From an optimization exercise on the open Yosys and OpenROAD flow, aimed at small area; shortcuts taken in it are not production practice. Where RTL was checked, it was by simulation tests only, not by an equivalence proof against the original. Power and IR drop assume default switching activity.

==> module muldiv_unit, before the edit <==
module muldiv_unit #(
    parameter int XLEN  = 64,
    parameter int CNT_W = 7
) (
    input  logic            clk,
    input  logic            reset,
    input  logic            start,
    input  logic [2:0]      funct3,
    input  logic [XLEN-1:0] op_a,
    input  logic [XLEN-1:0] op_b,
    input  logic            kill,
    output logic            busy,
    output logic            done,
    output logic [XLEN-1:0] result
);
    localparam int W    = 5;
    localparam int N    = 13;
    localparam int L    = W * N;        
    localparam int DG_W = 4;
    logic             run;              
    logic [CNT_W-1:0] ps;               
    logic [DG_W-1:0]  dg;               
    logic             isdiv, hsel;      
    logic [L-1:0]     qc, bc, pc;       
    logic [L-1:0]     qs, bs;           
    logic [L-1:0]     qc_nx, bc_nx;
    logic             rs;               
    logic             cy;               
    logic             pm, qm;           
    logic             mb;               
    logic             an, bn, bnz;      
    localparam logic [L-1:0] POL = {
        {W{1'b0}}, {W{1'b1}}, {W{1'b0}}, {W{1'b1}}, {W{1'b0}}, {W{1'b1}}, {W{1'b0}},
        {W{1'b1}}, {W{1'b0}}, {W{1'b1}}, {W{1'b0}}, {W{1'b1}}, {W{1'b0}}};
    assign qc = qs ^ POL;
    assign bc = bs ^ POL;
    logic accept, dfirst, dlast;
    assign accept = !run && start && !kill;
    assign dfirst = (dg == '0);
    assign dlast  = (dg == DG_W'(N-1));
    logic in_asig, in_bsig;
    assign in_asig = funct3[2] ? !funct3[0] : (funct3[1] ^ funct3[0]);
    assign in_bsig = funct3[2] ? !funct3[0] : (funct3[1:0] == 2'b01);
    logic step, pre, post0, post1, last_step;
    assign step      = !ps[6];
    assign pre       = ps[6] && ps[5];
    assign post0     = ps[6] && !ps[5] && !ps[1] && !ps[0];
    assign post1     = ps[6] && !ps[5] && !ps[1] && ps[0];
    assign last_step = step && (&ps[5:0]);
    assign busy   = run;
    assign done   = run && ps[6] && !ps[5] && ps[1];
    assign result = qc[XLEN-1:0];
    logic [W-1:0] pe, pn, be, qe, qn;
    assign pe = pc[W-1:0];
    assign pn = pc[2*W-1:W];
    assign be = bc[W-1:0];
    assign qe = qc[W-1:0];
    assign qn = qc[2*W-1:W];
    logic         m, inv, ysrcq, cin0, ix;
    logic [W-1:0] x, y, ysrc, s;
    logic         co, mcur, nq;
    assign mcur = dfirst ? qe[0] : mb;
    assign nq   = (an ^ bn) & bnz;
    always_comb begin
        m     = 1'b0;
        inv   = 1'b0;
        ysrcq = 1'b0;
        ix    = 1'b0;
        x     = '0;
        if (isdiv) begin
            if (pre) begin
                m = !ps[0]; ysrcq = 1'b1; inv = an;
            end else if (step) begin
                m   = 1'b1;
                inv = !rs ^ bn;
                x   = {pe[W-2:0], dfirst ? qc[XLEN-1] : pm};
            end else if (post0) begin
                m = rs; inv = bn;
                x = pe;
            end else if (hsel) begin
                ix = an;
                x  = pe ^ {W{an}};
            end else begin
                m = 1'b1; ysrcq = 1'b1; inv = nq;
            end
        end else if (step || post0) begin
            m   = mcur && step;
            inv = an && last_step;
            x   = {dlast ? (bn && pe[W-1]) : pn[0], pe[W-1:1]};
        end
        ysrc = ysrcq ? qe : be;
        y    = {W{m}} & (ysrc ^ {W{inv}});
        cin0 = (m && inv) || ix;
    end
    assign {co, s} = {1'b0, x} + {1'b0, y} + {{W{1'b0}}, (dfirst ? cin0 : cy)};
    logic [W-1:0] qin;
    always_comb begin
        if (isdiv ? ((pre && !ps[0]) || post1) : (post0 && hsel))
            qin = s;
        else if (isdiv && (step || post0))
            qin = {qe[W-2:0], dfirst ? !rs : qm};
        else if (!isdiv && step)
            qin = dlast ? {pc[W], pc[W], qe[W-2:1]} : {qn[0], qe[W-1:1]};
        else
            qin = qe;
    end
    always_comb begin
        qc_nx[L-1:XLEN] = qin[W-1:W-(L-XLEN)];
        if (accept) begin
            qc_nx[XLEN-1:0] = op_a;
            bc_nx = {in_bsig && op_b[XLEN-1], op_b};
        end else begin
            qc_nx[XLEN-1:0] = {qin[W-(L-XLEN)-1:0], qc[L-1:W]};
            bc_nx = {be, bc[L-1:W]};
        end
    end
    always_ff @(posedge clk or negedge reset) begin
        if (!reset)
            run <= 1'b0;
        else if (accept)
            run <= 1'b1;
        else if (kill || done)
            run <= 1'b0;
    end
    always_ff @(posedge clk) begin
        qs <= qc_nx ^ POL;
        bs <= bc_nx ^ POL;
        if (accept) begin
            isdiv <= funct3[2];
            hsel  <= funct3[2] ? funct3[1] : (funct3[1:0] != 2'b00);
            an    <= in_asig && op_a[XLEN-1];
            bn    <= in_bsig && op_b[XLEN-1];
            ps    <= CNT_W'(-2);
            dg    <= '0;
        end else begin
            ps <= ps + CNT_W'(dlast);
            dg <= dlast ? '0 : dg + 1'b1;
        end
        pc <= {s, pc[L-1:W]};
        cy <= co;
        pm <= pe[W-1];
        qm <= qe[W-1];
        if (dlast) rs <= s[W-1];
        if (dfirst)
            mb <= qe[0];
        if (pre)
            bnz <= (bnz && !dfirst) || (|be);
    end
endmodule
export LEC_CHECK = 0
export CAP_MARGIN = 20
export CORE_MARGIN = 2
export CORE_UTILIZATION = 40
export SLEW_MARGIN = 20
create_clock -name core_clock -period 6.0 [get_ports {clk}]
standard.sh (not shown) runs the stock make flow with config.mk's settings and CLKGATE_MAP_FILE= SYNTH_SCRIPT=/design/flow/synth_recipe.tcl, a recipe that flattens the netlist after the stock synthesis.
==> flow/flow/run.sh <==
#!/bin/bash
set -e
export BUFFER_PORTS_ARGS="-buffer_cell sky130_fd_sc_hd__buf_1"
export CTS_ARGS="-sink_clustering_enable -repair_clock_nets -sink_clustering_size 15 -sink_clustering_max_diameter 50 -buf_list sky130_fd_sc_hd__clkbuf_8 -dont_use_dummy_load"
bash standard.sh > standard.log 2>&1
Change:
--- a/flow/design.v
+++ b/flow/design.v
@@ -26,9 +26,9 @@
     logic [L-1:0]     qc_nx, bc_nx;
     logic             rs;               
     logic             cy;               
     logic             pm, qm;           
-    logic             mb;               
+    logic             mb, pb;           
     logic             an, bn, bnz;      
     localparam logic [L-1:0] POL = {
         {W{1'b0}}, {W{1'b1}}, {W{1'b0}}, {W{1'b1}}, {W{1'b0}}, {W{1'b1}}, {W{1'b0}},
         {W{1'b1}}, {W{1'b0}}, {W{1'b1}}, {W{1'b0}}, {W{1'b1}}, {W{1'b0}}};
@@ -98,10 +98,10 @@
         if (isdiv ? ((pre && !ps[0]) || post1) : (post0 && hsel))
             qin = s;
         else if (isdiv && (step || post0))
             qin = {qe[W-2:0], dfirst ? !rs : qm};
-        else if (!isdiv && step)
-            qin = dlast ? {pc[W], pc[W], qe[W-2:1]} : {qn[0], qe[W-1:1]};
+        else if (!isdiv && (step || post0))
+            qin = dlast ? {pb, pb, qe[W-2:1]} : {qn[0], qe[W-1:1]};
         else
             qin = qe;
     end
     always_comb begin
@@ -140,10 +140,12 @@
         cy <= co;
         pm <= pe[W-1];
         qm <= qe[W-1];
         if (dlast) rs <= s[W-1];
-        if (dfirst)
+        if (dfirst) begin
             mb <= qe[0];
+            pb <= pe[0];
+        end
         if (pre)
             bnz <= (bnz && !dfirst) || (|be);
     end
 endmodule
Result:
- die area decreases slightly
- sequential power increases slightly
- global-route usage falls by 1.2 points
- wire length shrinks by a few percent
- first-iteration DRC count decreases by a few percent
- via count came out lower by a few percent
- power climbs slightly
- synthesized area fell slightly
Function not checked in the second run of this note: the RTL went through the layout flow alone.

---

The RTL this note starts from:
==> flow/design.v <==
module muldiv_unit #(
    parameter int XLEN  = 64,
    parameter int CNT_W = 7
) (
    input  logic            clk,
    input  logic            reset,
    input  logic            start,
    input  logic [2:0]      funct3,
    input  logic [XLEN-1:0] op_a,
    input  logic [XLEN-1:0] op_b,
    input  logic            kill,
    output logic            busy,
    output logic            done,
    output logic [XLEN-1:0] result
);
    localparam int W    = 5;
    localparam int N    = 13;
    localparam int L    = W * N;        
    localparam int DG_W = 4;
    logic             run;              
    logic [CNT_W-1:0] ps;               
    logic [DG_W-1:0]  dg;               
    logic             isdiv, hsel;      
    logic [L-1:0]     qc, bc, pc;       
    logic [L-1:0]     qs, bs;           
    logic             rs;               
    logic             cy;               
    logic             pm, qm;           
    logic             mb;               
    logic             an, bn, bnz;      
    localparam logic [L-1:0] POL = {
        {W{1'b0}}, {W{1'b1}}, {W{1'b0}}, {W{1'b1}}, {W{1'b0}}, {W{1'b1}}, {W{1'b0}},
        {W{1'b1}}, {W{1'b0}}, {W{1'b1}}, {W{1'b0}}, {W{1'b1}}, {W{1'b0}}};
    assign qc = qs ^ POL;
    assign bc = bs ^ POL;
    logic accept, dfirst, dlast;
    assign accept = !run && start && !kill;
    assign dfirst = (dg == '0);
    assign dlast  = (dg == DG_W'(N-1));
    logic in_asig, in_bsig;
    assign in_asig = funct3[2] ? !funct3[0] : (funct3[1] ^ funct3[0]);
    assign in_bsig = funct3[2] ? !funct3[0] : (funct3[1:0] == 2'b01);
    logic step, first, pre, post0, last_step;
    assign step      = !ps[6];
    assign first     = (ps == '0);
    assign pre       = ps[6] && ps[5];
    assign post0     = ps[6] && !ps[5] && !ps[0];
    assign last_step = step && (&ps[5:0]);
    assign busy   = run;
    assign done   = run && ps[6] && !ps[5] && (isdiv ? ps[1] : ps[0]);
    assign result = pc[XLEN-1:0];
    logic [W-1:0] pe, pn, be, qe, qn;
    assign pe = pc[W-1:0];
    assign pn = pc[2*W-1:W];
    assign be = bc[W-1:0];
    assign qe = qc[W-1:0];
    assign qn = qc[2*W-1:W];
    logic         m, inv, ysrcq, cin0, ix;
    logic [W-1:0] x, y, ysrc, s;
    logic         co, mcur, nq;
    assign mcur = dfirst ? qe[0] : mb;
    assign nq   = (an ^ bn) & bnz;
    always_comb begin
        m     = 1'b0;
        inv   = 1'b0;
        ysrcq = 1'b0;
        ix    = 1'b0;
        x     = '0;
        if (isdiv) begin
            if (pre) begin
                m = 1'b1; ysrcq = 1'b1; inv = an;
            end else if (step) begin
                m   = 1'b1;
                inv = (first || !rs) ^ bn;
                x   = {pe[W-2:0] & {(W-1){!first}}, dfirst ? qc[XLEN-1] : (pm && !first)};
            end else if (post0) begin
                m = rs; inv = bn;
                x = pe;
            end else if (hsel) begin
                ix = an;
                x  = pe ^ {W{an}};
            end else begin
                m = 1'b1; ysrcq = 1'b1; inv = nq;
            end
        end else if (step || hsel) begin
            m   = mcur && step;
            inv = an && last_step;
            if (!first)
                x = {dlast ? (bn && pe[W-1]) : pn[0], pe[W-1:1]};
        end else begin
            m = 1'b1; ysrcq = 1'b1;
        end
        ysrc = ysrcq ? qe : be;
        y    = {W{m}} & (ysrc ^ {W{inv}});
        cin0 = (m && inv) || ix;
    end
    assign {co, s} = {1'b0, x} + {1'b0, y} + {{W{1'b0}}, (dfirst ? cin0 : cy)};
    logic [W-1:0] qin;
    always_comb begin
        if (isdiv && pre)
            qin = s;
        else if (isdiv)
            qin = {qe[W-2:0], dfirst ? !rs : qm};
        else
            qin = dlast ? {pc[W], pc[W], qe[W-2:1]} : {qn[0], qe[W-1:1]};
    end
    logic nacc;
    assign nacc = !accept;
    logic [L-1:0] qld, bld, qsh, bsh;       
    assign qld = {qin[W-1:W-(L-XLEN)], op_a};
    assign bld = {in_bsig && op_b[XLEN-1], op_b};
    assign qsh = {qin, qc[L-1:W]};
    assign bsh = {be, bc[L-1:W]};
    logic [L-1:0] qs_nx, bs_nx;
    for (genvar i = 0; i < L; i++) begin : g_ld
        if (i >= L - W) begin : g_top
            assign qs_nx[i] = (i >= XLEN) ? qsh[i] : (accept ? qld[i] : qsh[i]);
            assign bs_nx[i] = accept ? bld[i] : bsh[i];
        end else if (POL[i]) begin : g_inv
            md_ld_inv u_q (.acc(accept), .nacc(nacc), .d(qld[i]), .q(qs[i+W]), .y(qs_nx[i]));
            md_ld_inv u_b (.acc(accept), .nacc(nacc), .d(bld[i]), .q(bs[i+W]), .y(bs_nx[i]));
        end else begin : g_true
            md_ld_true u_q (.acc(accept), .d(qld[i]), .qn(qs[i+W]), .y(qs_nx[i]));
            md_ld_true u_b (.acc(accept), .d(bld[i]), .qn(bs[i+W]), .y(bs_nx[i]));
        end
    end
    always_ff @(posedge clk or negedge reset) begin
        if (!reset)
            run <= 1'b0;
        else if (accept)
            run <= 1'b1;
        else if (kill || done)
            run <= 1'b0;
    end
    always_ff @(posedge clk) begin
        qs <= qs_nx;
        bs <= bs_nx;
        if (accept) begin
            isdiv <= funct3[2];
            hsel  <= funct3[2] ? funct3[1] : (funct3[1:0] != 2'b00);
            an    <= in_asig && op_a[XLEN-1];
            bn    <= in_bsig && op_b[XLEN-1];
            ps    <= {CNT_W{funct3[2]}};
            dg    <= '0;
        end else begin
            ps <= ps + CNT_W'(dlast);
            dg <= dlast ? '0 : dg + 1'b1;
        end
        pc <= {s, pc[L-1:W]};
        cy <= co;
        pm <= pe[W-1];
        qm <= qe[W-1];
        if (dlast) rs <= s[W-1];
        if (dfirst)
            mb <= qe[0];
        if (pre)
            bnz <= (bnz && !dfirst) || (|be);
    end
endmodule
module md_ld_inv (
    input  logic acc,
    input  logic nacc,
    input  logic d,
    input  logic q,
    output logic y
);
    assign y = !((acc && d) || (nacc && q));
endmodule
module md_ld_true (
    input  logic acc,
    input  logic d,
    input  logic qn,
    output logic y
);
    assign y = !(!(acc && d) && (acc || qn));
endmodule
==> flow/config.mk <==
export PLATFORM = sky130hd
export DESIGN_NAME = muldiv_unit
export DESIGN_NICKNAME = muldiv_unit
export VERILOG_FILES = /design/flow/design.v
export SDC_FILE = /design/flow/constraint.sdc
export NUM_CORES = 4
export LEC_CHECK = 0
export CAP_MARGIN = 20
export CORE_MARGIN = 2
export CORE_UTILIZATION = 40
export SLEW_MARGIN = 20
export SYNTH_HIERARCHICAL = 1
==> flow/constraint.sdc <==
create_clock -name core_clock -period 6.0 [get_ports {clk}]
set_input_delay 1.2000 -clock core_clock [delete_from_list [all_inputs] [get_ports {clk}]]
set_output_delay 1.2000 -clock core_clock [all_outputs]
set_load 0.01 [all_outputs]
==> flow/flow/run.sh <==
#!/bin/bash
set -e
export BUFFER_PORTS_ARGS="-buffer_cell sky130_fd_sc_hd__buf_1"
export PRE_FLOORPLAN_TCL="$PWD/flow/downsize.tcl"
export CTS_ARGS="-sink_clustering_enable -repair_clock_nets -sink_clustering_size 10 -sink_clustering_max_diameter 40 -buf_list sky130_fd_sc_hd__clkbuf_4 -dont_use_dummy_load"
bash standard.sh > standard.log 2>&1
==> flow/flow/downsize.tcl <==
# Area recovery before floorplanning: every combinational cell that synthesis
# mapped to a drive strength above 1 is swapped for the same function at drive
# strength 1. Later timing repair sizes cells back up where timing needs it.
set n_swapped 0
foreach inst [[ord::get_db_block] getInsts] {
  set master [[$inst getMaster] getName]
  if { ![regexp {^(sky130_fd_sc_hd__[a-z0-9]+)_([0-9]+)$} $master -> base drive] } { continue }
  if { $drive <= 1 } { continue }
  if { [regexp {__(df|edf|sdf|dl|tap|fill|decap|conb|clk)} $master] } { continue }
  set target ${base}_1
  if { [llength [get_lib_cells -quiet */$target]] == 0 } { continue }
  replace_cell [$inst getName] $target
  incr n_swapped
}
puts "downsize: swapped $n_swapped cells to drive strength 1"
Change:
--- a/flow/design.v
+++ b/flow/design.v
@@ -38,19 +38,19 @@
     assign dfirst = (dg == '0);
     assign dlast  = (dg == DG_W'(N-1));
     logic in_asig, in_bsig;
     assign in_asig = funct3[2] ? !funct3[0] : (funct3[1] ^ funct3[0]);
     assign in_bsig = funct3[2] ? !funct3[0] : (funct3[1:0] == 2'b01);
-    logic step, first, pre, post0, last_step;
+    logic step, pre, post0, post1, last_step;
     assign step      = !ps[6];
-    assign first     = (ps == '0);
     assign pre       = ps[6] && ps[5];
-    assign post0     = ps[6] && !ps[5] && !ps[0];
+    assign post0     = ps[6] && !ps[5] && !ps[1] && !ps[0];
+    assign post1     = ps[6] && !ps[5] && !ps[1] && ps[0];
     assign last_step = step && (&ps[5:0]);
     assign busy   = run;
-    assign done   = run && ps[6] && !ps[5] && (isdiv ? ps[1] : ps[0]);
-    assign result = pc[XLEN-1:0];
+    assign done   = run && ps[6] && !ps[5] && ps[1];
+    assign result = qc[XLEN-1:0];
     logic [W-1:0] pe, pn, be, qe, qn;
     assign pe = pc[W-1:0];
     assign pn = pc[2*W-1:W];
     assign be = bc[W-1:0];
     assign qe = qc[W-1:0];
@@ -66,45 +66,44 @@
         ysrcq = 1'b0;
         ix    = 1'b0;
         x     = '0;
         if (isdiv) begin
             if (pre) begin
-                m = 1'b1; ysrcq = 1'b1; inv = an;
+                m = !ps[0]; ysrcq = 1'b1; inv = an;
             end else if (step) begin
                 m   = 1'b1;
-                inv = (first || !rs) ^ bn;
-                x   = {pe[W-2:0] & {(W-1){!first}}, dfirst ? qc[XLEN-1] : (pm && !first)};
+                inv = !rs ^ bn;
+                x   = {pe[W-2:0], dfirst ? qc[XLEN-1] : pm};
             end else if (post0) begin
                 m = rs; inv = bn;
                 x = pe;
             end else if (hsel) begin
                 ix = an;
                 x  = pe ^ {W{an}};
             end else begin
                 m = 1'b1; ysrcq = 1'b1; inv = nq;
             end
-        end else if (step || hsel) begin
+        end else if (step || post0) begin
             m   = mcur && step;
             inv = an && last_step;
-            if (!first)
-                x = {dlast ? (bn && pe[W-1]) : pn[0], pe[W-1:1]};
-        end else begin
-            m = 1'b1; ysrcq = 1'b1;
+            x   = {dlast ? (bn && pe[W-1]) : pn[0], pe[W-1:1]};
         end
         ysrc = ysrcq ? qe : be;
         y    = {W{m}} & (ysrc ^ {W{inv}});
         cin0 = (m && inv) || ix;
     end
     assign {co, s} = {1'b0, x} + {1'b0, y} + {{W{1'b0}}, (dfirst ? cin0 : cy)};
     logic [W-1:0] qin;
     always_comb begin
-        if (isdiv && pre)
+        if (isdiv ? ((pre && !ps[0]) || post1) : (post0 && hsel))
             qin = s;
-        else if (isdiv)
+        else if (isdiv && (step || post0))
             qin = {qe[W-2:0], dfirst ? !rs : qm};
+        else if (!isdiv && step)
+            qin = dlast ? {pc[W], pc[W], qe[W-2:1]} : {qn[0], qe[W-1:1]};
         else
-            qin = dlast ? {pc[W], pc[W], qe[W-2:1]} : {qn[0], qe[W-1:1]};
+            qin = qe;
     end
     logic nacc;
     assign nacc = !accept;
     logic [L-1:0] qld, bld, qsh, bsh;       
     assign qld = {qin[W-1:W-(L-XLEN)], op_a};
@@ -138,11 +137,11 @@
         if (accept) begin
             isdiv <= funct3[2];
             hsel  <= funct3[2] ? funct3[1] : (funct3[1:0] != 2'b00);
             an    <= in_asig && op_a[XLEN-1];
             bn    <= in_bsig && op_b[XLEN-1];
-            ps    <= {CNT_W{funct3[2]}};
+            ps    <= CNT_W'(-2);
             dg    <= '0;
         end else begin
             ps <= ps + CNT_W'(dlast);
             dg <= dlast ? '0 : dg + 1'b1;
         end
The changed run completed without violations.
Clock power is lower by a few percent.
Combinational power falls by well over a third.
Maximum frequency decreases by roughly a tenth.
Count of clock-buffer cells in the layout decreases by 2.
Setup slack is worse by 0.41 ns.
Power is lower by about a fifth.
Register-to-register slack gets worse by 0.41 ns.
Critical path depth decreases by 1.
Routed wire length is lower slightly.
No functional check of the RTL was part of any run of this note.

port drivers added, routing unchanged:
In the flow no input, the clock included, has a driving cell. The finished layouts below were timed again as built, in two steps. Step 1, drivers: a clkbuf_16 drives clk and a buf_2 each remaining input, both assumed. Step 2 moves the port delays by t, midway between the first and last clock arrival at a register: inputs arrive t later, outputs are due t later. That takes back most of the time a late clock gives input paths. a / b / c = no drivers / after step 1 / after step 2; a / b = the first two.
run	shift t [ns]	setup slack, ns	hold slack, ns
the first run of note 1	0.534	2.244 / 2.244 / 2.244	0.299 / 0.299 / 0.299
the second run of note 1	0.540	2.210 / 2.210 / 2.210	0.303 / 0.303 / 0.303
the first run of note 2	0.675	2.162 / 2.162 / 2.162	0.312 / 0.297 / 0.323
the second run of note 2	0.660	1.751 / 1.751 / 1.751	0.299 / 0.299 / 0.299
After both steps setup and hold are still met in every run listed.
